Context: an optimization exercise on an open-source flow, tuned for small area. The choices shown serve that exercise and are no tape-out recipe.
RTL that was checked went through simulation tests only; none was proved equivalent to the original.
Power figures rest on the tool's default switching activity, not on a simulated workload. No driver is modelled on the clock port, so clocking that relies on it looks cheaper here than on a real chip.

==> wip/sierra <==
==> flow/design.v (excerpt) <==
module regfile_scoreboard
#(
    parameter int XLEN     = regfile_pkg::DEF_XLEN,
    parameter int NUM_REGS = regfile_pkg::DEF_NUM_REGS,
    localparam int NUM_READ = 2,
    localparam int AW       = $clog2(NUM_REGS)
) (
    input  logic                     clock,
    input  logic                     reset,
    input  logic [NUM_READ*AW-1:0]   rs_addr,
    output logic [NUM_READ*XLEN-1:0] rs_data,
    output logic [NUM_READ-1:0]      rs_ready,
    input  logic                     wb_en,
    input  logic [AW-1:0]            wb_addr,
    input  logic [XLEN-1:0]          wb_data,
    input  logic                     issue_en,
    input  logic [AW-1:0]            issue_addr,
    input  logic                     flush,
    output logic [NUM_REGS-1:0]      busy_vec
);
==> module regfile_read_port, before the edit <==
module regfile_read_port
#(
    parameter int XLEN     = regfile_pkg::DEF_XLEN,
    parameter int NUM_REGS = regfile_pkg::DEF_NUM_REGS
) (
    input  logic [NUM_REGS-1:1]          sel,
    input  logic [(NUM_REGS-1)*XLEN-1:0] stored,    
    input  logic                         fwd_hit,
    input  logic [XLEN-1:0]              wb_data,
    output logic [XLEN-1:0]              rd_data
);
    always_comb begin
        rd_data = {XLEN{fwd_hit}} & wb_data;
        for (int r = 1; r < NUM_REGS; r++)
            rd_data = rd_data | ({XLEN{sel[r]}} & stored[(r-1)*XLEN +: XLEN]);
    end
endmodule
==> module regfile_scoreboard, before the edit <==
module regfile_scoreboard
#(
    parameter int XLEN     = regfile_pkg::DEF_XLEN,
    parameter int NUM_REGS = regfile_pkg::DEF_NUM_REGS,
    localparam int NUM_READ = 2,
    localparam int AW       = $clog2(NUM_REGS)
) (
    input  logic                     clock,
    input  logic                     reset,
    input  logic [NUM_READ*AW-1:0]   rs_addr,
    output logic [NUM_READ*XLEN-1:0] rs_data,
    output logic [NUM_READ-1:0]      rs_ready,
    input  logic                     wb_en,
    input  logic [AW-1:0]            wb_addr,
    input  logic [XLEN-1:0]          wb_data,
    input  logic                     issue_en,
    input  logic [AW-1:0]            issue_addr,
    input  logic                     flush,
    output logic [NUM_REGS-1:0]      busy_vec
);
    logic [(NUM_REGS-1)*XLEN-1:0] regs;    
    logic [NUM_REGS-1:1]          valid;
    logic [NUM_REGS-1:1]          busy;
    logic [NUM_REGS-1:1]          wdec;
    logic [NUM_REGS-1:1]          idec;
    always_comb begin
        for (int r = 1; r < NUM_REGS; r++) begin
            wdec[r] = wb_en && (wb_addr == AW'(r));
            idec[r] = issue_en && (issue_addr == AW'(r));
        end
    end
    always_ff @(posedge clock) begin
        for (int r = 1; r < NUM_REGS; r++)
            if (wdec[r])
                regs[(r-1)*XLEN +: XLEN] <= wb_data;
    end
    always_ff @(posedge clock or posedge reset) begin
        if (reset)
            valid <= '0;
        else
            valid <= valid | wdec;
    end
    always_ff @(posedge clock or posedge reset) begin
        if (reset)
            busy <= '0;
        else if (flush)
            busy <= '0;
        else
            busy <= (busy & ~wdec) | idec;
    end
    assign busy_vec = {busy, 1'b0};
    for (genvar p = 0; p < NUM_READ; p++) begin : g_rd
        logic [AW-1:0]       a;
        logic                fwd_hit;
        logic [NUM_REGS-1:1] sel;
        logic                bsy;
        assign a = rs_addr[p*AW +: AW];
        assign fwd_hit = wb_en && !reset && (wb_addr == a) && (a != '0);
        always_comb begin
            bsy = 1'b0;
            for (int r = 1; r < NUM_REGS; r++) begin
                sel[r] = (a == AW'(r)) && valid[r] && !fwd_hit;
                bsy    = bsy | ((a == AW'(r)) && busy[r]);
            end
        end
        assign rs_ready[p] = fwd_hit || !bsy;
        regfile_read_port #(
            .XLEN     (XLEN),
            .NUM_REGS (NUM_REGS)
        ) u_port (
            .sel     (sel),
            .stored  (regs),
            .fwd_hit (fwd_hit),
            .wb_data (wb_data),
            .rd_data (rs_data[p*XLEN +: XLEN])
        );
    end
endmodule
clock: 10.0 ns
lec_check: 0
cap_margin: 20
core_margin: 2
core_utilization: 30
place_density: 0.45
slew_margin: 20
run.sh (not shown) runs the stock make flow with config.mk's settings and CLKGATE_MAP_FILE= SYNTH_SCRIPT=/design/flow/synth_recipe.tcl, a recipe that flattens the netlist after the stock synthesis.
==> wip/tundra (differences from wip/sierra) <==
--- a/flow/design.v
+++ b/flow/design.v
@@ -3,6 +3,50 @@
     localparam int DEF_NUM_REGS = 32;
     localparam int DEF_AW       = $clog2(DEF_NUM_REGS);
 endpackage
+module regfile_aoi3 (
+    input  logic [2:0] s,
+    input  logic [2:0] d,
+    output logic       y
+);
+    assign y = ~|(s & d);
+endmodule
+module regfile_aoi2 (
+    input  logic [1:0] s,
+    input  logic [1:0] d,
+    output logic       y
+);
+    assign y = ~|(s & d);
+endmodule
+module regfile_join #(
+    parameter int N = 11
+) (
+    input  logic [N-1:0] y,
+    output logic         o
+);
+    assign o = ~&y;
+endmodule
+module regfile_read_bit #(
+    parameter int N = 32
+) (
+    input  logic [N-1:0] sel,
+    input  logic [N-1:0] d,
+    output logic         o
+);
+    localparam int G3 = N / 3;
+    localparam int R  = N % 3;
+    localparam int NG = G3 + (R != 0 ? 1 : 0);
+    logic [NG-1:0] y;
+    for (genvar g = 0; g < G3; g++) begin : g_aoi3
+        regfile_aoi3 u_aoi (.s(sel[3*g +: 3]), .d(d[3*g +: 3]), .y(y[g]));
+    end
+    if (R == 2) begin : g_aoi2
+        regfile_aoi2 u_aoi (.s(sel[3*G3 +: 2]), .d(d[3*G3 +: 2]), .y(y[G3]));
+    end
+    if (R == 1) begin : g_nand
+        assign y[G3] = ~(sel[3*G3] & d[3*G3]);
+    end
+    regfile_join #(.N(NG)) u_join (.y(y), .o(o));
+endmodule
 module regfile_read_port
 #(
     parameter int XLEN     = regfile_pkg::DEF_XLEN,
@@ -14,10 +58,17 @@
     input  logic [XLEN-1:0]              wb_data,
     output logic [XLEN-1:0]              rd_data
 );
-    always_comb begin
-        rd_data = {XLEN{fwd_hit}} & wb_data;
-        for (int r = 1; r < NUM_REGS; r++)
-            rd_data = rd_data | ({XLEN{sel[r]}} & stored[(r-1)*XLEN +: XLEN]);
+    for (genvar b = 0; b < XLEN; b++) begin : g_bit
+        logic [NUM_REGS-1:0] d;
+        assign d[0] = wb_data[b];
+        for (genvar r = 1; r < NUM_REGS; r++) begin : g_reg
+            assign d[r] = stored[(r-1)*XLEN + b];
+        end
+        regfile_read_bit #(.N(NUM_REGS)) u_bit (
+            .sel ({sel, fwd_hit}),
+            .d   (d),
+            .o   (rd_data[b])
+        );
     end
 endmodule
 module regfile_scoreboard
- CTS_BUF_LIST: default -> sky130_fd_sc_hd__clkbuf_4 sky130_fd_sc_hd__clkbuf_8
- SYNTH_HIERARCHICAL: default -> 1
==> wip/zinc (differences from wip/sierra) <==
--- a/flow/design.v
+++ b/flow/design.v
@@ -3,6 +3,46 @@
     localparam int DEF_NUM_REGS = 32;
     localparam int DEF_AW       = $clog2(DEF_NUM_REGS);
 endpackage
+module regfile_aoi3 (
+    input  logic [2:0] s,
+    input  logic [2:0] d,
+    output logic       y
+);
+    assign y = ~|(s & d);
+endmodule
+module regfile_nand2 (
+    input  logic s,
+    input  logic d,
+    output logic y
+);
+    assign y = ~(s & d);
+endmodule
+module regfile_join #(
+    parameter int N = 12
+) (
+    input  logic [N-1:0] y,
+    output logic         o
+);
+    assign o = ~&y;
+endmodule
+module regfile_read_bit #(
+    parameter int N = 32
+) (
+    input  logic [N-1:0] sel,
+    input  logic [N-1:0] d,
+    output logic         o
+);
+    localparam int G3 = N / 3;
+    localparam int R  = N % 3;
+    logic [G3+R-1:0] y;
+    for (genvar g = 0; g < G3; g++) begin : g_aoi3
+        regfile_aoi3 u_aoi (.s(sel[3*g +: 3]), .d(d[3*g +: 3]), .y(y[g]));
+    end
+    for (genvar k = 0; k < R; k++) begin : g_nand
+        regfile_nand2 u_nand (.s(sel[3*G3 + k]), .d(d[3*G3 + k]), .y(y[G3 + k]));
+    end
+    regfile_join #(.N(G3 + R)) u_join (.y(y), .o(o));
+endmodule
 module regfile_read_port
 #(
     parameter int XLEN     = regfile_pkg::DEF_XLEN,
@@ -14,10 +54,17 @@
     input  logic [XLEN-1:0]              wb_data,
     output logic [XLEN-1:0]              rd_data
 );
-    always_comb begin
-        rd_data = {XLEN{fwd_hit}} & wb_data;
-        for (int r = 1; r < NUM_REGS; r++)
-            rd_data = rd_data | ({XLEN{sel[r]}} & stored[(r-1)*XLEN +: XLEN]);
+    for (genvar b = 0; b < XLEN; b++) begin : g_bit
+        logic [NUM_REGS-1:0] d;
+        assign d[0] = wb_data[b];
+        for (genvar r = 1; r < NUM_REGS; r++) begin : g_reg
+            assign d[r] = stored[(r-1)*XLEN + b];
+        end
+        regfile_read_bit #(.N(NUM_REGS)) u_bit (
+            .sel ({sel, fwd_hit}),
+            .d   (d),
+            .o   (rd_data[b])
+        );
     end
 endmodule
 module regfile_scoreboard
@@ -40,16 +87,26 @@
     input  logic                     flush,
     output logic [NUM_REGS-1:0]      busy_vec
 );
+    localparam int NLO = 4;
+    localparam int NHI = NUM_REGS / NLO;
     logic [(NUM_REGS-1)*XLEN-1:0] regs;    
     logic [NUM_REGS-1:1]          valid;
     logic [NUM_REGS-1:1]          busy;
     logic [NUM_REGS-1:1]          wdec;
     logic [NUM_REGS-1:1]          idec;
-    always_comb begin
-        for (int r = 1; r < NUM_REGS; r++) begin
-            wdec[r] = wb_en && (wb_addr == AW'(r));
-            idec[r] = issue_en && (issue_addr == AW'(r));
-        end
+    logic [NLO-1:0]               wlo, ilo;
+    logic [NHI-1:0]               whi, ihi;
+    for (genvar l = 0; l < NLO; l++) begin : g_wilo
+        assign wlo[l] = wb_en && (wb_addr[1:0] == 2'(l));
+        assign ilo[l] = issue_en && !flush && (issue_addr[1:0] == 2'(l));
+    end
+    for (genvar h = 0; h < NHI; h++) begin : g_wihi
+        assign whi[h] = (wb_addr[AW-1:2] == (AW-2)'(h));
+        assign ihi[h] = (issue_addr[AW-1:2] == (AW-2)'(h));
+    end
+    for (genvar r = 1; r < NUM_REGS; r++) begin : g_wdec
+        assign wdec[r] = wlo[r % NLO] && whi[r / NLO];
+        assign idec[r] = ilo[r % NLO] && ihi[r / NLO];
     end
     always_ff @(posedge clock) begin
         for (int r = 1; r < NUM_REGS; r++)
@@ -65,27 +122,42 @@
     always_ff @(posedge clock or posedge reset) begin
         if (reset)
             busy <= '0;
-        else if (flush)
-            busy <= '0;
         else
-            busy <= (busy & ~wdec) | idec;
+            busy <= (busy & ~wdec & {(NUM_REGS-1){!flush}}) | idec;
     end
     assign busy_vec = {busy, 1'b0};
     for (genvar p = 0; p < NUM_READ; p++) begin : g_rd
         logic [AW-1:0]       a;
         logic                fwd_hit;
+        logic [NLO-1:0]      lo;
+        logic [NHI-1:0]      hi;
+        logic [NHI-1:0]      hi_nf;
+        logic [NHI-1:0]      bsy_hi;
         logic [NUM_REGS-1:1] sel;
-        logic                bsy;
         assign a = rs_addr[p*AW +: AW];
         assign fwd_hit = wb_en && !reset && (wb_addr == a) && (a != '0);
-        always_comb begin
-            bsy = 1'b0;
-            for (int r = 1; r < NUM_REGS; r++) begin
-                sel[r] = (a == AW'(r)) && valid[r] && !fwd_hit;
-                bsy    = bsy | ((a == AW'(r)) && busy[r]);
+        for (genvar l = 0; l < NLO; l++) begin : g_lo
+            assign lo[l] = (a[1:0] == 2'(l));
+        end
+        for (genvar h = 0; h < NHI; h++) begin : g_hi
+            assign hi[h]    = (a[AW-1:2] == (AW-2)'(h));
+            assign hi_nf[h] = hi[h] && !fwd_hit;
+        end
+        for (genvar r = 1; r < NUM_REGS; r++) begin : g_sel
+            assign sel[r] = lo[r % NLO] && hi_nf[r / NLO] && valid[r];
+        end
+        for (genvar h = 0; h < NHI; h++) begin : g_bsy
+            logic [NLO-1:0] b;
+            for (genvar l = 0; l < NLO; l++) begin : g_b
+                if (h * NLO + l == 0) begin : g_zero
+                    assign b[l] = 1'b0;
+                end else begin : g_reg
+                    assign b[l] = busy[h * NLO + l];
+                end
             end
+            assign bsy_hi[h] = hi[h] && |(lo & b);
         end
-        assign rs_ready[p] = fwd_hit || !bsy;
+        assign rs_ready[p] = fwd_hit || !(|bsy_hi);
         regfile_read_port #(
             .XLEN     (XLEN),
             .NUM_REGS (NUM_REGS)
==> flow/flow/run.sh (new file) <==
#!/bin/bash
# Layout flow: the standard ORFS flow, with two changes passed to ORFS
# through its own variables:
#  - ports are buffered with the smallest buffer (buf_1) instead of ORFS's pick,
#  - the clock tree uses clkbuf_16, larger sink clusters and no dummy loads.
# Each run's full output goes to flow_make.log in this folder; ORFS's per-step
# logs are under orfs/logs/.
set -euo pipefail
export BUFFER_PORTS_ARGS="-buffer_cell sky130_fd_sc_hd__buf_1"
export CTS_ARGS="-sink_clustering_enable -repair_clock_nets -dont_use_dummy_load -buf_list {sky130_fd_sc_hd__clkbuf_16} -sink_clustering_size 30 -sink_clustering_max_diameter 80"
bash standard.sh > flow_make.log 2>&1
==> flow/standard.sh (new file) <==
#!/bin/bash
# synth_recipe.tcl (not shown) runs the flow's synth.tcl, then flattens the netlist and writes it again
# the make line also repeats each setting of config.mk as NAME=value (left out here)
make -C /OpenROAD-flow-scripts/flow DESIGN_CONFIG=/design/flow/config.mk WORK_HOME=/design/flow/orfs CLKGATE_MAP_FILE= SYNTH_SCRIPT=/design/flow/synth_recipe.tcl "${@:-finish}"
- CORE_UTILIZATION: 30 -> 45
- PLACE_DENSITY: 0.45 -> 0.75
- SYNTH_HIERARCHICAL: default -> 1
removed: flow/run.sh
==> notes <==
wip/tundra finished clean. wip/zinc went through all stages and came out clean. wip/sierra completed with no timing, DRC or antenna violations.
In wip/sierra the fmax is lower than in wip/tundra, by about 0.34%.
Total power, highest first: wip/sierra, wip/tundra, wip/zinc.
Register-to-register slack: wip/sierra < wip/zinc < wip/tundra.
Final cell count, lowest first: wip/zinc, wip/tundra, wip/sierra.
In wip/sierra the area after synthesis is larger than in wip/tundra, by 12%.
Clock skew is the same in wip/sierra and wip/tundra.
In sequential cell count, wip/sierra and wip/zinc do not differ.
Sequential share of layout area, lowest first: wip/sierra, wip/tundra, wip/zinc.
Hold slack: wip/tundra < wip/sierra < wip/zinc.
Via count: wip/zinc < wip/tundra < wip/sierra.
==> figures <==
| quantity | wip/tundra | wip/sierra | wip/zinc |
|---|---|---|---|
| Run status | timing/DRC/antenna clean | timing/DRC/antenna clean | timing/DRC/antenna clean |
| Arrival time of the worst setup path | 6.98 ns | 7.01 ns | 6.35 ns |
| Total Power | 9490 µW | 10500 µW | 7540 µW |
| Parity-gate share of the synthesized area counting xor and xnor cells | 0.00199 | 0.00147 | 0.00208 |
| Non-clock buffer total of the final layout | 255 | 347 | 267 |
| Fraction of area in multi-input gates | 0.223 | 0.272 | 0.233 |
| Non-Filler Instances | 4910 | 6053 | 3957 |
| P per Cell Area | 186 nW/µm² | 187 nW/µm² | 163 nW/µm² |
| Reg power frac | 0.523 | 0.477 | 0.656 |
| Number of DRC markers in iteration 0 | 8854 | 5469 | 11800 |
| Floorplan row count | 138 | 146 | 112 |
| Number of antenna violations at the first check in global routing | 15 | 9 | 8 |
| Initial Util | 0.302 | 0.302 | 0.452 |
| Setup slack, reg-to-reg | 9.09 ns | 8.27 ns | 9.07 ns |
| Die Width | 381 µm | 403 µm | 310 µm |
| Fin crit share | 0.898 | 0.901 | 0.835 |
| Proportion of cell area spent on the clock network | 0.0683 | 0.0661 | 0.0227 |
| Maximum number of pins on one net before global-route repair | 63 | 62 | 36 |
| Dpl hpwl | 111000 µm | 153000 µm | 87800 µm |
| Worst Max-Slew Pin Slew | 1.21 ns | 1.16 ns | 1.31 ns |
| Global-route track usage on met3 | 0.0719 | 0.0414 | 0.161 |
No functional check of the RTL was part of wip/sierra.

==> static timing again, ports no longer ideal <==
The flow's constraints put no driver on any port. The routed layouts listed below were extracted and timed again, unchanged, in two steps. Step 1 assumes that a clkbuf_16 drives the clock port and a buf_2 every other input. Step 2 times the ports against the registers' clock, not the clock port: input delays grow and output delays shrink by t, the midpoint of the rising clock arrivals with the driver on. Three values: no drivers, after step 1, after step 2; two values: the first two.
run	t (ns)	setup WS [ns]	slew at the worst register clock pin (ns)
wip/sierra	0.816	0.989 / 0.913 / 0.913	0.07 / 0.07
wip/tundra	0.968	1.020 / 0.991 / 0.991	0.07 / 0.07
wip/zinc	0.702	1.652 / 1.622 / 1.622	0.12 / 0.12
After both steps every run listed still meets setup and hold. For wip/sierra, which loses most, drivers alone change the setup slack by -0.076 ns; drivers and shift together by -0.076 ns.
